What follows belongs to an exercise in optimizing a design on an open flow for small area, a short achievable clock period and few clock cycles per item; a production flow would make more cautious choices.
In this exercise RTL edits were held to simulation tests only and were not proved equivalent to the original.

the previous run:
## feistel_sbox_cipher_integral_sum
module feistel_sbox_cipher_integral_sum #(
  parameter int ROUND_COUNT = fsc_pkg::ROUND_COUNT_DEF,
  parameter logic [8:0] CUTS = 9'b1_0101_0101
) (
  input  wire logic                              clk,
  input  wire logic                              rst_n,
  input  wire logic                              cfg_wr_en,
  input  wire logic [fsc_pkg::CFG_INDEX_W-1:0]   cfg_index,
  input  wire logic [fsc_pkg::CFG_DATA_W-1:0]    cfg_wdata,
  input  wire logic                              in_valid,
  output logic                                   in_stall,
  input  wire logic [fsc_pkg::HALF_W-1:0]        in_plain_left,
  input  wire logic [fsc_pkg::HALF_W-1:0]        in_plain_right,
  input  wire logic                              in_first_of_set,
  input  wire logic                              in_last_of_set,
  output logic                                   out_valid,
  input  wire logic                              out_stall,
  output logic [fsc_pkg::HALF_W-1:0]             out_cipher_left,
  output logic [fsc_pkg::HALF_W-1:0]             out_cipher_right,
  output logic [fsc_pkg::HALF_W-1:0]             out_xor_sum_left_out,
  output logic [fsc_pkg::HALF_W-1:0]             out_xor_sum_right_out,
  output logic [fsc_pkg::HALF_W-1:0]             out_sticky_left_out,
  output logic [fsc_pkg::HALF_W-1:0]             out_sticky_right_out
);
For scale: about 3000 cells after synthesis, ~420 flip-flops, about 200 I/O pins, about 26000 µm² of cells after synthesis.
Settings: LEC_CHECK=0, ABC_AREA=1, CAP_MARGIN=0, CORE_MARGIN=2, CORE_UTILIZATION=55, CTS_BUF_LIST=sky130_fd_sc_hd__clkbuf_8, CTS_CLUSTER_DIAMETER=60, CTS_CLUSTER_SIZE=12, SETUP_SLACK_MARGIN=2.5, SLEW_MARGIN=0; clock period 5.0 ns.
standard.sh (not shown) runs the stock make flow with config.mk's settings and CLKGATE_MAP_FILE= SYNTH_SCRIPT=/design/flow/synth_recipe.tcl, a recipe that flattens the netlist after the stock synthesis.
==> flow/flow/run.sh <==
#!/bin/bash
# Own layout flow: the standard layout (standard.sh), unchanged except that the
# port buffers buffer_ports inserts are sky130_fd_sc_hd__buf_2 cells. Each tool's
# output goes to a log file in this folder; ORFS's per-step logs stay under orfs/logs.
set -euo pipefail
bash standard.sh synth > make_synth.log 2>&1
bash standard.sh "BUFFER_PORTS_ARGS=-buffer_cell sky130_fd_sc_hd__buf_2" finish > make_layout.log 2>&1
The previous run: all stages complete, timing, DRC and antenna checks passed
Testbench counts of the previous run, summed over its fixed seeds: cycles 9,648, items 9,600.
Here is what was changed in the inputs of the current run compared with the previous run.
- clearing CTS_BUF_LIST, which used to be sky130_fd_sc_hd__clkbuf_8
- swapping 55 for 40 in CORE_UTILIZATION
- clearing CTS_CLUSTER_SIZE, which used to be 12
- clearing CTS_CLUSTER_DIAMETER, which used to be 60
- clearing SETUP_SLACK_MARGIN, which used to be 2.5
- swapping 0 for 20 in CAP_MARGIN
- swapping 0 for 20 in SLEW_MARGIN
The current run against the previous run: post-route core utilization fell 18 points; total routed wirelength fell 3500 µm; maximum number of pins on one net before global-route repair fell about 13%; number of CTS-inserted buffers rose about 9%. The previous run went all the way through synthesis, placement and routing and the layout is clean on timing, DRC and antenna. The current run ran to completion and came out clean on the timing, DRC and antenna checks. Cell area | the current run vs the previous run | the current run smaller.

========
run A:
Starting RTL as in the previous note.
Settings: LEC_CHECK=0, ABC_AREA=1, CAP_MARGIN=20, CORE_MARGIN=2, CORE_UTILIZATION=40, CTS_BUF_LIST=sky130_fd_sc_hd__clkbuf_8, CTS_CLUSTER_DIAMETER=60, CTS_CLUSTER_SIZE=12, SETUP_SLACK_MARGIN=2.7, SLEW_MARGIN=20; clock period 5.0 ns.
Scripts as last shown in full above: flow/flow/run.sh
Testbench counts of run A, summed over its fixed seeds: cycles 9,648, items 9,600.
Edits applied to the flow inputs when going from run A to run B:
Settings: CTS_BUF_LIST: sky130_fd_sc_hd__clkbuf_8 -> unset; SETUP_SLACK_MARGIN: 2.7 -> 2.5; CTS_CLUSTER_DIAMETER: 60 -> unset; CTS_CLUSTER_SIZE: 12 -> unset.
### Flow results
- Across run A and run B, the outcome is the same: a clean finish for every run.
- Run B: number of buffers outside the clock class in the layout lower than run A
- The number of antenna violations at the first check in global routing in run B was higher than what run A gave.
- Relative to run A, the count of clock-buffer cells in the layout measured on run B has increased by more than 10%.
- Run A → run B: final design area excluding fillers shows a reduction of 1400 µm², post-cts gate resize count decreased by about 80% relative to the old numbers.
- Re number of clock buffers inserted by TritonCTS: run A and run B aren't equal, and the higher value belongs to run B.
- Of run A and run B, the higher final critical delay including setup and external delays belongs to run A.
diff inputs: run B => run C
Settings: SETUP_SLACK_MARGIN now 2.7, was 2.5.
--- outcome ---
No stage failed in run C, and the final checks on the layout all came back clean. Run C gives more post-route non-filler standard cell count than run B did. Compared to run B, run C shows a wider setup margin. [run C] register share of the cell area fell 2.5 points relative to run B. As far as global routing met1 resource utilization is concerned, run C and run B perform about the same. Going from run B to run C, post-detailed-routing wire length rose 4000 µm; arrival time at the worst endpoint fell 0.03 ns.

========
The RTL this note starts from:
==> flow/design.v <==
`default_nettype none
package fsc_pkg;
  localparam int HALF_W          = 16;
  localparam int KEY_BANK_W      = 64;
  localparam int ROUND_COUNT_DEF = 9;
  localparam int CFG_INDEX_W = 2;
  localparam int CFG_DATA_W  = KEY_BANK_W;
  localparam logic [63:0] SBOX = 64'h2174_8fe3_da09_b65c;
  localparam logic [63:0] PERM_DEST = 64'h5ae0_b61c_f287_39d4;
  function automatic logic [3:0] sbox4(input logic [3:0] x);
    logic [3:0] s;
    s[0] = x[3] ? (x[1] ? ~x[0] : ~(x[2]^x[0])) : (x[1] ? x[0] : (x[2]^x[0]));
    s[1] = x[3] ? (x[1] ? ~(x[2]^x[0]) : (~x[2]|x[0])) : (x[1] ? ~(x[2]&x[0]) : 1'b0);
    s[2] = x[3] ? (x[1] ? ~(x[2]|x[0]) : (x[2]|x[0])) : (x[1] ? ~(x[2]^x[0]) : ~x[2]);
    s[3] = x[3] ? (x[1] ? ~x[2] : (~x[2]&x[0])) : (x[1] ? (x[2]|x[0]) : ~x[0]);
    sbox4 = s;
  endfunction
  function automatic logic [HALF_W-1:0] round_fn(input logic [HALF_W-1:0] x);
    logic [HALF_W-1:0] w;
    logic [HALF_W-1:0] z;
    for (int i = 0; i < 4; i++) begin
      w[4*i +: 4] = sbox4(x[4*i +: 4]);
    end
    z = '0;
    for (int i = 0; i < HALF_W; i++) begin
      z[PERM_DEST[4*i +: 4]] = w[HALF_W-1-i];
    end
    round_fn = z;
  endfunction
endpackage
`default_nettype wire
`default_nettype none
module fsc_round_pipe (
  input  wire logic [fsc_pkg::HALF_W-1:0] l_in,
  input  wire logic [fsc_pkg::HALF_W-1:0] t_in,
  input  wire logic [fsc_pkg::HALF_W-1:0] key,
  input  wire logic [fsc_pkg::HALF_W-1:0] key_nxt,
  output logic      [fsc_pkg::HALF_W-1:0] l_out,
  output logic      [fsc_pkg::HALF_W-1:0] t_out
);
  assign l_out = t_in ^ key;
  assign t_out = (l_in ^ key_nxt) ^ fsc_pkg::round_fn(t_in);
endmodule
`default_nettype wire
`default_nettype none
`default_nettype wire
`default_nettype none
module fsc_accum (
  input  wire logic                        clk,
  input  wire logic                        rst_n,
  input  wire logic                        ld_c,
  input  wire logic                        ld_s,
  input  wire logic                        first,
  input  wire logic                        last,
  input  wire logic [fsc_pkg::HALF_W-1:0]  l8,
  input  wire logic [fsc_pkg::HALF_W-1:0]  t9,
  input  wire logic [fsc_pkg::HALF_W-1:0]  key,
  output logic [fsc_pkg::HALF_W-1:0]       out_cipher_left,
  output logic [fsc_pkg::HALF_W-1:0]       out_cipher_right,
  output logic [fsc_pkg::HALF_W-1:0]       out_xor_sum_left_out,
  output logic [fsc_pkg::HALF_W-1:0]       out_xor_sum_right_out,
  output logic [fsc_pkg::HALF_W-1:0]       out_sticky_left_out,
  output logic [fsc_pkg::HALF_W-1:0]       out_sticky_right_out
);
  logic [fsc_pkg::HALF_W-1:0] xs_l, xs_r, sk_l, sk_r, cl, cr;
  logic [fsc_pkg::HALF_W-1:0] r8, f, base_r, xs_l_nxt, xs_r_nxt;
  assign r8       = t9 ^ key;
  assign f        = fsc_pkg::round_fn(t9);
  assign base_r   = (first ? '0 : xs_r) ^ l8;
  assign xs_l_nxt = (first ? '0 : xs_l) ^ r8;
  assign xs_r_nxt = base_r ^ f;
  always_ff @(posedge clk) begin
    if (!rst_n) begin
      xs_l <= '0;
      xs_r <= '0;
      sk_l <= '0;
      sk_r <= '0;
    end else if (ld_s) begin
      xs_l <= xs_l_nxt;
      xs_r <= xs_r_nxt;
      sk_l <= sk_l | ({fsc_pkg::HALF_W{last}} & xs_l_nxt);
      sk_r <= sk_r | ({fsc_pkg::HALF_W{last}} & xs_r_nxt);
    end
  end
  always_ff @(posedge clk) begin
    if (ld_c) begin
      cl <= r8;
      cr <= l8 ^ f;
    end
  end
  assign out_cipher_left       = cl;
  assign out_cipher_right      = cr;
  assign out_xor_sum_left_out  = xs_l;
  assign out_xor_sum_right_out = xs_r;
  assign out_sticky_left_out   = sk_l;
  assign out_sticky_right_out  = sk_r;
endmodule
`default_nettype wire
`default_nettype none
module feistel_sbox_cipher_integral_sum #(
  parameter int ROUND_COUNT = fsc_pkg::ROUND_COUNT_DEF,
  parameter logic [8:0] CUTS = 9'b1_0101_0101
) (
  input  wire logic                              clk,
  input  wire logic                              rst_n,
  input  wire logic                              cfg_wr_en,
  input  wire logic [fsc_pkg::CFG_INDEX_W-1:0]   cfg_index,
  input  wire logic [fsc_pkg::CFG_DATA_W-1:0]    cfg_wdata,
  input  wire logic                              in_valid,
  output logic                                   in_stall,
  input  wire logic [fsc_pkg::HALF_W-1:0]        in_plain_left,
  input  wire logic [fsc_pkg::HALF_W-1:0]        in_plain_right,
  input  wire logic                              in_first_of_set,
  input  wire logic                              in_last_of_set,
  output logic                                   out_valid,
  input  wire logic                              out_stall,
  output logic [fsc_pkg::HALF_W-1:0]             out_cipher_left,
  output logic [fsc_pkg::HALF_W-1:0]             out_cipher_right,
  output logic [fsc_pkg::HALF_W-1:0]             out_xor_sum_left_out,
  output logic [fsc_pkg::HALF_W-1:0]             out_xor_sum_right_out,
  output logic [fsc_pkg::HALF_W-1:0]             out_sticky_left_out,
  output logic [fsc_pkg::HALF_W-1:0]             out_sticky_right_out
);
  localparam int W = fsc_pkg::HALF_W;
  logic [63:0] k14, k58;
  logic [W-1:0] k9;
  logic [W-1:0] subkey [1:9];
  logic [63:0] kd;
  assign kd = cfg_wdata & {64{rst_n}};
  always_ff @(posedge clk) begin
    if (!rst_n || (cfg_wr_en && cfg_index == 2'd0)) k14 <= kd;
    if (!rst_n || (cfg_wr_en && cfg_index == 2'd1)) k58 <= kd;
    if (!rst_n || (cfg_wr_en && cfg_index == 2'd2)) k9  <= kd[W-1:0];
  end
  for (genvar k = 1; k <= 4; k++) begin : g_k14
    assign subkey[k]   = k14[W*(k-1) +: W];
    assign subkey[k+4] = k58[W*(k-1) +: W];
  end
  assign subkey[9]  = k9;
  logic adv;
  logic out_valid_r;
  logic b_v8;
  assign adv = !(out_valid_r && out_stall);
  logic         skid_v;
  logic [W-1:0] skid_l, skid_r;
  logic         skid_f, skid_t;
  logic         stall_q;
  assign in_stall = stall_q;
  always_ff @(posedge clk) begin
    if (!rst_n) begin
      skid_v  <= 1'b0;
      stall_q <= 1'b0;
    end else begin
      skid_v  <= !adv && (skid_v || in_valid);
      stall_q <= !adv && (stall_q || in_valid);
    end
  end
  always_ff @(posedge clk) begin
    if (!skid_v) begin
      skid_l <= in_plain_left;
      skid_r <= in_plain_right;
      skid_f <= in_first_of_set;
      skid_t <= in_last_of_set;
    end
  end
  logic [W-1:0] a_l [0:8];
  logic [W-1:0] a_r [0:8];
  logic         a_f [0:8];
  logic         a_t [0:8];
  logic         a_v [0:8];
  logic [W-1:0] b_l [0:8];
  logic [W-1:0] b_r [0:8];
  logic         b_f [0:8];
  logic         b_t [0:8];
  logic         b_v [0:8];
  assign a_l[0] = skid_v ? skid_l : in_plain_left;
  assign a_r[0] = (skid_v ? skid_r : in_plain_right) ^ subkey[1];
  assign a_f[0] = skid_v ? skid_f : in_first_of_set;
  assign a_t[0] = skid_v ? skid_t : in_last_of_set;
  assign a_v[0] = skid_v || in_valid;
  for (genvar k = 0; k <= 8; k++) begin : g_stage
    if (CUTS[k]) begin : g_reg
      logic [W-1:0] l_q, r_q;
      logic         f_q, t_q, v_q;
      logic         ov_q, en;
      assign en = !(ov_q && out_stall);
      always_ff @(posedge clk) begin
        if (!rst_n) ov_q <= 1'b0;
        else if (en) ov_q <= b_v8;
      end
      always_ff @(posedge clk) begin
        if (en) begin
          l_q <= a_l[k];
          r_q <= a_r[k];
          f_q <= a_f[k];
          t_q <= a_t[k];
        end
      end
      always_ff @(posedge clk) begin
        if (!rst_n) v_q <= 1'b0;
        else if (en) v_q <= a_v[k];
      end
      assign b_l[k] = l_q;
      assign b_r[k] = r_q;
      assign b_f[k] = f_q;
      assign b_t[k] = t_q;
      assign b_v[k] = v_q;
    end else begin : g_wire
      assign b_l[k] = a_l[k];
      assign b_r[k] = a_r[k];
      assign b_f[k] = a_f[k];
      assign b_t[k] = a_t[k];
      assign b_v[k] = a_v[k];
    end
    if (k < 8) begin : g_round
      fsc_round_pipe u_round (
        .l_in    (b_l[k]),
        .t_in    (b_r[k]),
        .key     (subkey[k+1]),
        .key_nxt (subkey[k+2 > 9 ? 9 : k+2]),
        .l_out   (a_l[k+1]),
        .t_out   (a_r[k+1])
      );
      assign a_f[k+1] = b_f[k];
      assign a_t[k+1] = b_t[k];
      assign a_v[k+1] = b_v[k];
    end
  end
  assign b_v8 = b_v[8];
  logic ov_c, ov_s, en_c, en_s;
  assign en_c = !(ov_c && out_stall);
  assign en_s = !(ov_s && out_stall);
  always_ff @(posedge clk) begin
    if (!rst_n) begin
      out_valid_r <= 1'b0;
      ov_c        <= 1'b0;
      ov_s        <= 1'b0;
    end else begin
      if (adv)  out_valid_r <= b_v8;
      if (en_c) ov_c        <= b_v8;
      if (en_s) ov_s        <= b_v8;
    end
  end
  assign out_valid = out_valid_r;
  fsc_accum u_accum (
    .clk                   (clk),
    .rst_n                 (rst_n),
    .ld_c                  (en_c && b_v8),
    .ld_s                  (en_s && b_v8),
    .first                 (b_f[8]),
    .last                  (b_t[8]),
    .l8                    (b_l[8]),
    .t9                    (b_r[8]),
    .key                   (subkey[9]),
    .out_cipher_left       (out_cipher_left),
    .out_cipher_right      (out_cipher_right),
    .out_xor_sum_left_out  (out_xor_sum_left_out),
    .out_xor_sum_right_out (out_xor_sum_right_out),
    .out_sticky_left_out   (out_sticky_left_out),
    .out_sticky_right_out  (out_sticky_right_out)
  );
endmodule
`default_nettype wire
Settings: LEC_CHECK=0, ABC_AREA=1, CAP_MARGIN=20, CORE_MARGIN=2, CORE_UTILIZATION=40, CTS_BUF_LIST=sky130_fd_sc_hd__clkbuf_8, CTS_CLUSTER_DIAMETER=60, CTS_CLUSTER_SIZE=12, SETUP_SLACK_MARGIN=2.6, SLEW_MARGIN=20; clock period 5.0 ns.
==> flow/flow/run.sh <==
#!/bin/bash
# Own layout flow: the standard layout (standard.sh), unchanged except that the
# port buffers buffer_ports inserts are sky130_fd_sc_hd__buf_2 cells and that the
# power recovery step after global routing (RECOVER_POWER) downsizes gates on
# paths with slack to spare. Each tool's output goes to a log file in this folder;
# ORFS's per-step logs stay under orfs/logs.
set -euo pipefail
bash standard.sh synth > make_synth.log 2>&1
bash standard.sh "BUFFER_PORTS_ARGS=-buffer_cell sky130_fd_sc_hd__buf_2" RECOVER_POWER=100 finish > make_layout.log 2>&1
The baseline completed, yet does not pass: max-capacitance violations, max-slew violations.
Testbench counts at the start, summed over its fixed seeds: cycles 9,648, items 9,600.
Rerun with:
==> flow/flow/run.sh (replaced) <==
#!/bin/bash
# Own layout flow: the standard layout (standard.sh), unchanged except that the
# port buffers buffer_ports inserts are sky130_fd_sc_hd__buf_1 cells. Each tool's
# output goes to a log file in this folder; ORFS's per-step logs stay under orfs/logs.
set -euo pipefail
bash standard.sh synth > make_synth.log 2>&1
bash standard.sh "BUFFER_PORTS_ARGS=-buffer_cell sky130_fd_sc_hd__buf_1" finish > make_layout.log 2>&1
PLACE_DENSITY = 0.8   (was not set)
Now the flow passed the timing, DRC and antenna checks.
Synthesized cell count does not change.
Cell count decreases slightly.
Core utilization stays flat.
Wire length drops slightly.
Hold slack gains 7.4 ps.
Design area is about the same.
First-iteration DRC count came out higher by well over a third.
Via count climbs by a few percent.
Worst setup slack improves by 1000 ps.

[separate check: timing with driven ports]
The flow's constraints put no driver on any port. The routed layouts listed below were extracted and timed again, unchanged, in two steps. Step 1, drivers: a clkbuf_16 drives clk and a buf_2 each remaining input, both assumed. Step 2 times the ports against the registers' clock, not the clock port: input delays grow and output delays shrink by t, the midpoint of the rising clock arrivals with the driver on. a / b / c = no drivers / after step 1 / after step 2; a / b = the first two.
run	t (ns)	setup slack, ns	worst setup path at the end	cell pins on the clock port's net
the previous run	0.683	2.369 / 2.337 / 2.003	input to register	1
the current run	0.645	2.208 / 2.208 / 1.741	input to register	1
run A	0.693	2.553 / 2.553 / 2.062	input to register	1
run B	0.653	2.594 / 2.589 / 2.055	input to register	1
run C	0.649	2.632 / 2.632 / 2.152	input to register	1
the first run of note 3	0.705	1.613 / 1.647 / 0.943	input to register	1
the second run of note 3	0.700	2.651 / 2.651 / 2.063	input to register	1
For the first run of note 3, which loses most, drivers alone change the setup slack by +0.034 ns; drivers and shift together by -0.670 ns.
